From an optimization exercise on the open Yosys and OpenROAD flow, aimed at small area, a short achievable clock period and few clock cycles; shortcuts taken in it are not production practice.
RTL that was checked went through simulation tests only; none was proved equivalent to the original.
Power figures rest on the tool's default switching activity, not on a simulated workload.

## lawnmower_path_generator
module lawnmower_path_generator #(
    parameter int MAX_WAYPOINTS = lpg_pkg::MAX_WAYPOINTS_DEF
) (
    input  logic                               i_clk,
    input  logic                               i_rst_n,
    input  logic                               start,
    output logic                               busy,
    input  logic signed [lpg_pkg::COORD_W-1:0] i_center_x,
    input  logic signed [lpg_pkg::COORD_W-1:0] i_center_y,
    input  logic                               i_cfg_valid,
    output logic                               o_cfg_ready,
    input  logic [lpg_pkg::IDX_W-1:0]          i_cfg_index,
    input  logic [lpg_pkg::LEN_W-1:0]          i_cfg_data,
    output logic                               o_point_valid,
    output logic signed [lpg_pkg::COORD_W-1:0] o_point_x,
    output logic signed [lpg_pkg::COORD_W-1:0] o_point_y,
    output logic [lpg_pkg::PNUM_W-1:0]         o_point_number,
    output logic                               o_last_point,
    output logic                               o_overflow
);
Size in the first run: ~770 flip-flops, about 170 I/O pins, roughly 40000 sq um of cells after synthesis.
clock: 7.5 ns
lec_check: 0
cap_margin: 20
core_margin: 2
core_utilization: 40
setup_slack_margin: 4.0
slew_margin: 20
run.sh (not shown) runs the stock make flow with config.mk's settings and CLKGATE_MAP_FILE= SYNTH_SCRIPT=/design/flow/synth_recipe.tcl, a recipe that flattens the netlist after the stock synthesis.
The starting point produced a clean layout.
Rerun with:
SETUP_SLACK_MARGIN = 3.5   (was 4.0)
Effect: Non-clock buffer count goes down by 28. Design area goes down by 1.7%. Total power went down by 1.6%. Setup slack degrades by 0.25 ns. Area after synthesis does not change. Register-to-register slack is worse by 0.25 ns. Final cell count falls by 0.71%. Worst hold slack barely changes.
No run of this note included a check of the RTL's function; only the layout flow was run.

---

## v52
lawnmower_path_generator, a different RTL version from the one above (not shown whole).
Size in the first run: roughly 3700 cells after synthesis, roughly 760 flip-flops.
==> flow/config.mk <==
export PLATFORM = sky130hd
export DESIGN_NAME = lawnmower_path_generator
export DESIGN_NICKNAME = lawnmower_path_generator
export VERILOG_FILES = /design/flow/design.v
export SDC_FILE = /design/flow/constraint.sdc
export NUM_CORES = 4
export LEC_CHECK = 0
export CAP_MARGIN = 5
export CORE_MARGIN = 2
export CORE_UTILIZATION = 40
export GPL_ROUTABILITY_DRIVEN = 0
export SETUP_SLACK_MARGIN = 4.5
export SLEW_MARGIN = 5
==> flow/constraint.sdc <==
create_clock -name core_clock -period 7.5 [get_ports {i_clk}]
set_input_delay 1.5000 -clock core_clock [delete_from_list [all_inputs] [get_ports {i_clk}]]
set_output_delay 1.5000 -clock core_clock [all_outputs]
set_load 0.01 [all_outputs]
standard.sh (not shown) runs the stock make flow with config.mk's settings and CLKGATE_MAP_FILE= SYNTH_SCRIPT=/design/flow/synth_recipe.tcl, a recipe that flattens the netlist after the stock synthesis.
==> flow/flow/run.sh <==
#!/bin/bash
# The standard layout, with the port buffers made of the smallest buffer cell.
set -euo pipefail
export BUFFER_PORTS_ARGS="-buffer_cell sky130_fd_sc_hd__buf_1"
bash standard.sh > standard.log 2>&1
Testbench counts of v52, summed over its fixed seeds: cycles 30,311.
Modified inputs, v17 compared to v52
Settings: CAP_MARGIN: 5 -> 20; GPL_ROUTABILITY_DRIVEN: 0 -> unset; SETUP_SLACK_MARGIN: 4.5 -> 4.0; CORE_UTILIZATION: 40 -> 65; SLEW_MARGIN: 5 -> 20.
==> flow/run.sh (new file) <==
#!/bin/bash
# synth_recipe.tcl (not shown) runs the flow's synth.tcl, then flattens the netlist and writes it again
# the make line also repeats each setting of config.mk as NAME=value (left out here)
make -C /OpenROAD-flow-scripts/flow DESIGN_CONFIG=/design/flow/config.mk WORK_HOME=/design/flow/orfs CLKGATE_MAP_FILE= SYNTH_SCRIPT=/design/flow/synth_recipe.tcl finish
removed: flow/flow/run.sh
removed: flow/standard.sh
Notes after the runs:
- v17 vs v52, synthesis-to-layout area growth went down by 5.5 points.
- Floorplan core area delta (v17 − v52): favourable
- Overall via count from detail_route in v17 vs v52: up 193
- Compared with v52, v17 ends up with less cell area.
- Looking only at all-layer global routing usage, and setting everything else aside, the higher value of v52 and v17 goes to v17.
- Summary of v17 over v52: final total power shrank by 1.5%, full die area lower.
- Relative to v52, wire length of the first global-routing pass decreased by about 5% in v17.
- Lower utilization of the core after routing goes to v52 over v17.
Modified inputs, v20 compared to v17
Settings: SETUP_SLACK_MARGIN: 4.0 -> 4.35; CORE_UTILIZATION: 65 -> 40.
==> flow/flow/run.sh (new file) <==
#!/bin/bash
# The standard layout, with the port buffers made of the smallest buffer cell.
set -euo pipefail
export BUFFER_PORTS_ARGS="-buffer_cell sky130_fd_sc_hd__buf_1"
bash standard.sh > standard.log 2>&1
==> flow/standard.sh (new file) <==
#!/bin/bash
# synth_recipe.tcl (not shown) runs the flow's synth.tcl, then flattens the netlist and writes it again
# the make line also repeats each setting of config.mk as NAME=value (left out here)
make -C /OpenROAD-flow-scripts/flow DESIGN_CONFIG=/design/flow/config.mk WORK_HOME=/design/flow/orfs CLKGATE_MAP_FILE= SYNTH_SCRIPT=/design/flow/synth_recipe.tcl "${@:-finish}"
removed: flow/run.sh
==> comparison <==
- Comparing v20 against v17, there is no change at all in setup TNS.
- v20 vs v17, slowest cell on the critical path: or3b_4 vs a221o_1
- Run comparison: v20 launch point of the critical path u_dp_x.r_s[2]; v17 launch point of the critical path u_dp_x.r_s[18]
- Taking v17 as the reference, in v20 combinational group share of total power barely changed, die width climbed 27%.
Changes in v32 relative to v20:
Settings: SETUP_SLACK_MARGIN: 4.35 -> 4.75.
==> flow/run.sh (new file) <==
#!/bin/bash
# synth_recipe.tcl (not shown) runs the flow's synth.tcl, then flattens the netlist and writes it again
# the make line also repeats each setting of config.mk as NAME=value (left out here)
make -C /OpenROAD-flow-scripts/flow DESIGN_CONFIG=/design/flow/config.mk WORK_HOME=/design/flow/orfs CLKGATE_MAP_FILE= SYNTH_SCRIPT=/design/flow/synth_recipe.tcl finish
removed: flow/flow/run.sh
removed: flow/standard.sh
Notes after the runs:
- v32 finished end to end and its layout was clean on timing, DRC and antenna.
- v32 vs. v20: register-to-register slack dropped 0.04 ns, clock network contribution to total cell area saw a decrease, required time reported for the critical path endpoint ~0 delta.
- v32: post-route met1 wirelength is 10% higher than what v20 reported.
- Of v32 and v20, it is v32 that has the higher cell leakage power.
- The worst hold slack after final layout of v32 falls short of that of v20 by 0.0044 ns.
- What v20 reported for clock-buffer cell count has to be multiplied by 0.899 to get the figure for v32.
- From v20 to v32 the numbers moved as follows: post-route non-filler standard cell count has increased, time the worst path needs with I/O delays and setup picked up an extra 0.043 ns, part of the power in the clock network saw a decrease, met3 usage in global routing closely matched the old numbers.

---

lawnmower_path_generator, a different RTL version from the one above (not shown whole).
Size: about 3,600 cells after synthesis, about 570 flip-flops, about 170 I/O pins.
make LEC_CHECK=0 CAP_MARGIN=20 CORE_MARGIN=2 CORE_UTILIZATION=40 SETUP_SLACK_MARGIN=3.0 SLEW_MARGIN=20 finish   # period 7.5 ns
run.sh (not shown) runs the stock make flow with config.mk's settings and CLKGATE_MAP_FILE= SYNTH_SCRIPT=/design/flow/synth_recipe.tcl, a recipe that flattens the netlist after the stock synthesis.
Stock flow here: none of the scripts above is used.
Rerun with:
SETUP_SLACK_MARGIN = 0   (was 3.0)
What happened: The changed run went through all stages and came out clean; utilization decreases by 6.3 points; die area does not change; final area decreases by 12%; area after synthesis stays the same; combinational power decreases by 31%; final cell count decreases by 3.4%; critical path depth decreases by 2.
No run of this note included a check of the RTL's function; only the layout flow was run.

---

lawnmower_path_generator, a different RTL version from the one above (not shown whole).
Size in the first run: roughly 3600 cells after synthesis, roughly 550 flip-flops, about 170 I/O pins.
Settings: LEC_CHECK=0, CAP_MARGIN=20, CORE_MARGIN=2, CORE_UTILIZATION=40, SLEW_MARGIN=20; clock period 7.5 ns.
Testbench counts at the start, summed over its fixed seeds: cycles 29,284.
Rerun with:
Settings changed: SETUP_SLACK_MARGIN set to 3.5.
=>
- global-route usage went up by 1.6 points
- routed wire length went up by roughly a tenth
- first-iteration DRC count went up by a few percent

---

run a:
Another version of the RTL of lawnmower_path_generator (not shown whole).
For scale: ~3,200 cells after synthesis, about 590 flip-flops, ~170 I/O pins, roughly 0.033 mm² of cells after synthesis.
Design lawnmower_path_generator, start of the top module:
module lawnmower_path_generator #(
    parameter int MAX_WAYPOINTS = lpg_pkg::MAX_WAYPOINTS_DEF
) (
    input  logic                               i_clk,
    input  logic                               i_rst_n,
    input  logic                               start,
    output logic                               busy,
    input  logic signed [lpg_pkg::COORD_W-1:0] i_center_x,
    input  logic signed [lpg_pkg::COORD_W-1:0] i_center_y,
    input  logic                               i_cfg_valid,
    output logic                               o_cfg_ready,
    input  logic [lpg_pkg::IDX_W-1:0]          i_cfg_index,
    input  logic [lpg_pkg::LEN_W-1:0]          i_cfg_data,
    output logic                               o_point_valid,
    output logic signed [lpg_pkg::COORD_W-1:0] o_point_x,
    output logic signed [lpg_pkg::COORD_W-1:0] o_point_y,
    output logic [lpg_pkg::PNUM_W-1:0]         o_point_number,
    output logic                               o_last_point,
    output logic                               o_overflow
);
==> flow/config.mk <==
export PLATFORM = sky130hd
export DESIGN_NAME = lawnmower_path_generator
export DESIGN_NICKNAME = lawnmower_path_generator
export VERILOG_FILES = /design/flow/design.v
export SDC_FILE = /design/flow/constraint.sdc
export NUM_CORES = 4
export LEC_CHECK = 0
export CAP_MARGIN = 20
export CORE_MARGIN = 2
export CORE_UTILIZATION = 40
export SETUP_SLACK_MARGIN = 3.5
export SLEW_MARGIN = 20
==> flow/constraint.sdc <==
create_clock -name core_clock -period 7.5 [get_ports {i_clk}]
set_input_delay 1.5000 -clock core_clock [delete_from_list [all_inputs] [get_ports {i_clk}]]
set_output_delay 1.5000 -clock core_clock [all_outputs]
set_load 0.01 [all_outputs]
Run a finished every step from synthesis to the final layout, and the layout passed the timing, design-rule and antenna checks.
For run b, these inputs were changed with respect to run a:
- SETUP_SLACK_MARGIN changed from 3.5 to 3.0
Findings:
In the flow results for run b and run a, the clock skew is smaller on run b. Of run b and run a, run b shows the higher maximum achievable frequency, with run a below it. Synthesized-area fraction occupied by adder cells: run a vs run b identical. Diff run b and run a: total length of routed met2 wires higher in run a.
Function was not checked in any run of this note: the RTL went through the layout flow alone.

---

## run 1
lawnmower_path_generator, a different RTL version from the one above (not shown whole).
Size: roughly 3900 cells after synthesis.
Settings: LEC_CHECK=0, CAP_MARGIN=20, CORE_MARGIN=2, CORE_UTILIZATION=40, PLACE_DENSITY=0.7, SETUP_SLACK_MARGIN=4.5, SLEW_MARGIN=20; clock period 7.5 ns.
standard.sh (not shown) runs the stock make flow with config.mk's settings and CLKGATE_MAP_FILE= SYNTH_SCRIPT=/design/flow/synth_recipe.tcl, a recipe that flattens the netlist after the stock synthesis.
==> flow/flow/run.sh <==
#!/bin/bash
# The standard layout, with the port buffers made of the smallest buffer cell.
set -euo pipefail
export BUFFER_PORTS_ARGS="-buffer_cell sky130_fd_sc_hd__buf_1"
bash standard.sh > standard.log 2>&1
Testbench counts of run 1, summed over its fixed seeds: cycles 30,183.
Modified inputs, run 2 compared to run 1
- removing PLACE_DENSITY (formerly 0.7)
### Flow results
- Core occupancy in the finished layout ends up higher on run 1.
- Going from run 1 to run 2, clock network fraction of design power saw an increase, transition time at the pin with the least slew margin saw a decrease, cell count saw little to no change, largest net degree at the start of global routing saw an increase.
- Total power after layout (run 2 over run 1): increase, 290 uW
- In terms of hold slack, run 2 and run 1 differ only marginally.
- Of run 1 and run 2, run 1 shows the higher logic gate share of total power, with run 2 below it.
- Multi-input logic cell count: run 1 vs run 2 — no meaningful difference
- Run 2: overall global routing resource usage 0.46 points above run 1
#### Input delta (run 3 over run 2)
- CORE_UTILIZATION now 50, was 40
==> comparison <==
- In the flow results for run 3 and run 2, the total power is smaller on run 3.
- In the tables for run 3 and run 2, number of nets at the end of the flow reads lower with run 2.
- Note that the met3 routed wirelength recorded for run 3 amounts to 1.16 times the value seen in run 2.
- Run 3 — final cell count without fillers 284 lower, run 2 as reference
- Compared with run 2, in run 3 area of the core now smaller; core utilization now larger; period utilization now larger; number of well-tap cells placed now smaller; clock period minus worst slack now larger.
- NOTE: routed wire length in run 3 exceeds that of run 2
- Looking at run 3 and run 2, the number of global-route vias before repair is a wash.

---

## juniper
RTL: one of the versions met above, not the one the previous note started from.
Size in the first run: ~3700 cells after synthesis, about 760 flip-flops, about 170 I/O pins, about 40000 um^2 of cells after synthesis.
// lawnmower_path_generator
module lawnmower_path_generator #(
    parameter int MAX_WAYPOINTS = lpg_pkg::MAX_WAYPOINTS_DEF
) (
    input  logic                               i_clk,
    input  logic                               i_rst_n,
    input  logic                               start,
    output logic                               busy,
    input  logic signed [lpg_pkg::COORD_W-1:0] i_center_x,
    input  logic signed [lpg_pkg::COORD_W-1:0] i_center_y,
    input  logic                               i_cfg_valid,
    output logic                               o_cfg_ready,
    input  logic [lpg_pkg::IDX_W-1:0]          i_cfg_index,
    input  logic [lpg_pkg::LEN_W-1:0]          i_cfg_data,
    output logic                               o_point_valid,
    output logic signed [lpg_pkg::COORD_W-1:0] o_point_x,
    output logic signed [lpg_pkg::COORD_W-1:0] o_point_y,
    output logic [lpg_pkg::PNUM_W-1:0]         o_point_number,
    output logic                               o_last_point,
    output logic                               o_overflow
);
    localparam int LEN_W   = lpg_pkg::LEN_W;
  ...
make LEC_CHECK=0 CAP_MARGIN=20 CORE_MARGIN=2 CORE_UTILIZATION=40 CTS_BUF_LIST=sky130_fd_sc_hd__clkbuf_4 SETUP_SLACK_MARGIN=4.5 SLEW_MARGIN=20 finish   # period 7.5 ns
run.sh (not shown) runs the stock make flow with config.mk's settings and CLKGATE_MAP_FILE= SYNTH_SCRIPT=/design/flow/synth_recipe.tcl, a recipe that flattens the netlist after the stock synthesis.
Stock flow here: none of the scripts above is used.
The flow did not stop early for juniper: all stages ran, and the layout cleared the timing, design-rule and antenna checks.
Testbench counts of juniper, summed over its fixed seeds: cycles 30,311.
For harbor, these inputs were changed with respect to juniper:
Settings: clearing CTS_BUF_LIST, which used to be sky130_fd_sc_hd__clkbuf_4; swapping 4.5 for 4.6 in SETUP_SLACK_MARGIN.
==> flow/flow/run.sh (new file) <==
#!/bin/bash
# The standard layout, with the port buffers made of the smallest buffer cell.
set -euo pipefail
export BUFFER_PORTS_ARGS="-buffer_cell sky130_fd_sc_hd__buf_1"
bash standard.sh > standard.log 2>&1
==> flow/standard.sh (new file) <==
#!/bin/bash
# synth_recipe.tcl (not shown) runs the flow's synth.tcl, then flattens the netlist and writes it again
# the make line also repeats each setting of config.mk as NAME=value (left out here)
make -C /OpenROAD-flow-scripts/flow DESIGN_CONFIG=/design/flow/config.mk WORK_HOME=/design/flow/orfs CLKGATE_MAP_FILE= SYNTH_SCRIPT=/design/flow/synth_recipe.tcl "${@:-finish}"
removed: flow/run.sh
==> run summary <==
- Looking only at number of filler cells placed in the layout, and setting everything else aside, the higher value of juniper and harbor goes to juniper.
- First-pass GRT wire length delta for harbor relative to juniper: 840 um lower
- Delta (harbor minus juniper): clock-buffer cell count has decreased, antenna diode count shrank by 3, wire length after detailed routing went up 4.0%, number of standard cells in the layout, taps in and fillers out now sits lower.
- harbor: relative area of clock buffers and inverters in the final design 0.43 points above juniper
- Of the two candidates, juniper has the better highest ir drop seen on vdd and harbor the worse one.
For lagoon, these inputs were changed with respect to harbor:
Settings: SETUP_SLACK_MARGIN changed from 4.6 to 4.5; PLACE_DENSITY newly set to 0.75.
### Flow results
The run showing the smaller total iterations of the first detailed-routing run is harbor. Minimum period implied by the final worst setup slack essentially unchanged between harbor and lagoon. ~same worst setup slack in harbor and lagoon. Comparing lagoon against harbor, there is no change at all in number of H-tree levels. Diff harbor -> lagoon: first-iteration DRC count rose 28%, wire length the detailed router placed on met1 fell about 12%, via count rose 1.5%, clock network contribution to total cell area fell 0.34 points. For the routed wire length on met2, lagoon came in 6300 um lower than harbor did.
> inputs changed (lagoon -> ember)
Settings: SETUP_SLACK_MARGIN: 4.5 -> 5.0; PLACE_DENSITY: 0.75 -> unset.
==> flow/run.sh (new file) <==
#!/bin/bash
# synth_recipe.tcl (not shown) runs the flow's synth.tcl, then flattens the netlist and writes it again
# the make line also repeats each setting of config.mk as NAME=value (left out here)
make -C /OpenROAD-flow-scripts/flow DESIGN_CONFIG=/design/flow/config.mk WORK_HOME=/design/flow/orfs CLKGATE_MAP_FILE= SYNTH_SCRIPT=/design/flow/synth_recipe.tcl finish
removed: flow/flow/run.sh
removed: flow/standard.sh
### Flow results
Summary of ember over lagoon: overall routing resource usage moved up; number of clock buffers in the layout moved down; reg2reg setup slack moved down; final core area utilization moved up.
What onyx does differently from ember at the input level:
Settings: SETUP_SLACK_MARGIN changed from 5.0 to 4.5; CORE_UTILIZATION changed from 40 to 65.
Findings:
Re overflow left after global routing: no difference whatsoever between onyx and ember. onyx vs ember — setup slack rose 0.073 ns. Taking ember as the reference point, the non-clock buffer total of the final layout of onyx falls by 187. Per the comparison of onyx with ember, die boundary height now sits lower; proportion of final cell area spent on non-clock buffers -3.4 points.

-- afterwards: timing with drivers on the ports --
The results above use ideal ports. As a check the final layouts listed here were re-extracted and re-timed, cells and wires unchanged.
Step 1 assumes that a clkbuf_16 drives the clock port and a buf_2 every other input.
Step 2 times the ports against the registers' clock, not the clock port: input delays grow and output delays shrink by t, the midpoint of the rising clock arrivals with the driver on.
Slacks: no drivers / after step 1 / after step 2; pairs: no drivers / after step 1.
run	t (ns)	setup WS [ns]	worst setup path after step 2	slew at the worst register clock pin (ns)
the first run of note 1	0.708	3.994 / 3.994 / 3.605	input to register	0.06 / 0.06
the second run of note 1	0.715	3.748 / 3.737 / 3.576	input to register	0.07 / 0.07
v52	0.726	4.418 / 4.418 / 3.933	input to register	0.06 / 0.06
v17	0.688	4.093 / 4.093 / 3.615	input to register	0.07 / 0.07
v20	0.722	4.288 / 4.288 / 4.015	input to register	0.06 / 0.06
v32	0.714	4.245 / 4.245 / 3.945	input to register	0.07 / 0.07
the first run of note 3	0.680	2.244 / 2.244 / 1.850	input to register	0.06 / 0.06
the second run of note 3	0.677	0.714 / 0.714 / 0.714	register to register	0.07 / 0.07
the first run of note 4	0.676	0.459 / 0.459 / 0.156	input to register	0.07 / 0.07
the second run of note 4	0.676	1.452 / 1.452 / 0.982	input to register	0.06 / 0.06
run a	0.665	2.540 / 2.524 / 1.859	input to register	0.06 / 0.06
run b	0.664	2.561 / 2.538 / 1.874	input to register	0.06 / 0.06
run 1	0.721	4.282 / 4.282 / 4.035	input to register	0.07 / 0.07
run 2	0.728	4.317 / 4.317 / 3.899	input to register	0.06 / 0.06
run 3	0.704	4.184 / 4.184 / 3.964	input to register	0.07 / 0.07
juniper	1.112	4.250 / 4.250 / 3.583	input to register	0.08 / 0.08
harbor	0.728	4.344 / 4.344 / 4.068	input to register	0.07 / 0.07
lagoon	0.702	4.345 / 4.345 / 4.032	input to register	0.07 / 0.07
ember	0.725	4.212 / 4.212 / 3.961	input to register	0.07 / 0.07
onyx	0.691	4.285 / 4.285 / 3.839	input to register	0.07 / 0.07
After both steps setup and hold are still met in every run listed. For run b, which loses most, drivers alone change the setup slack by -0.023 ns; drivers and shift together by -0.687 ns.
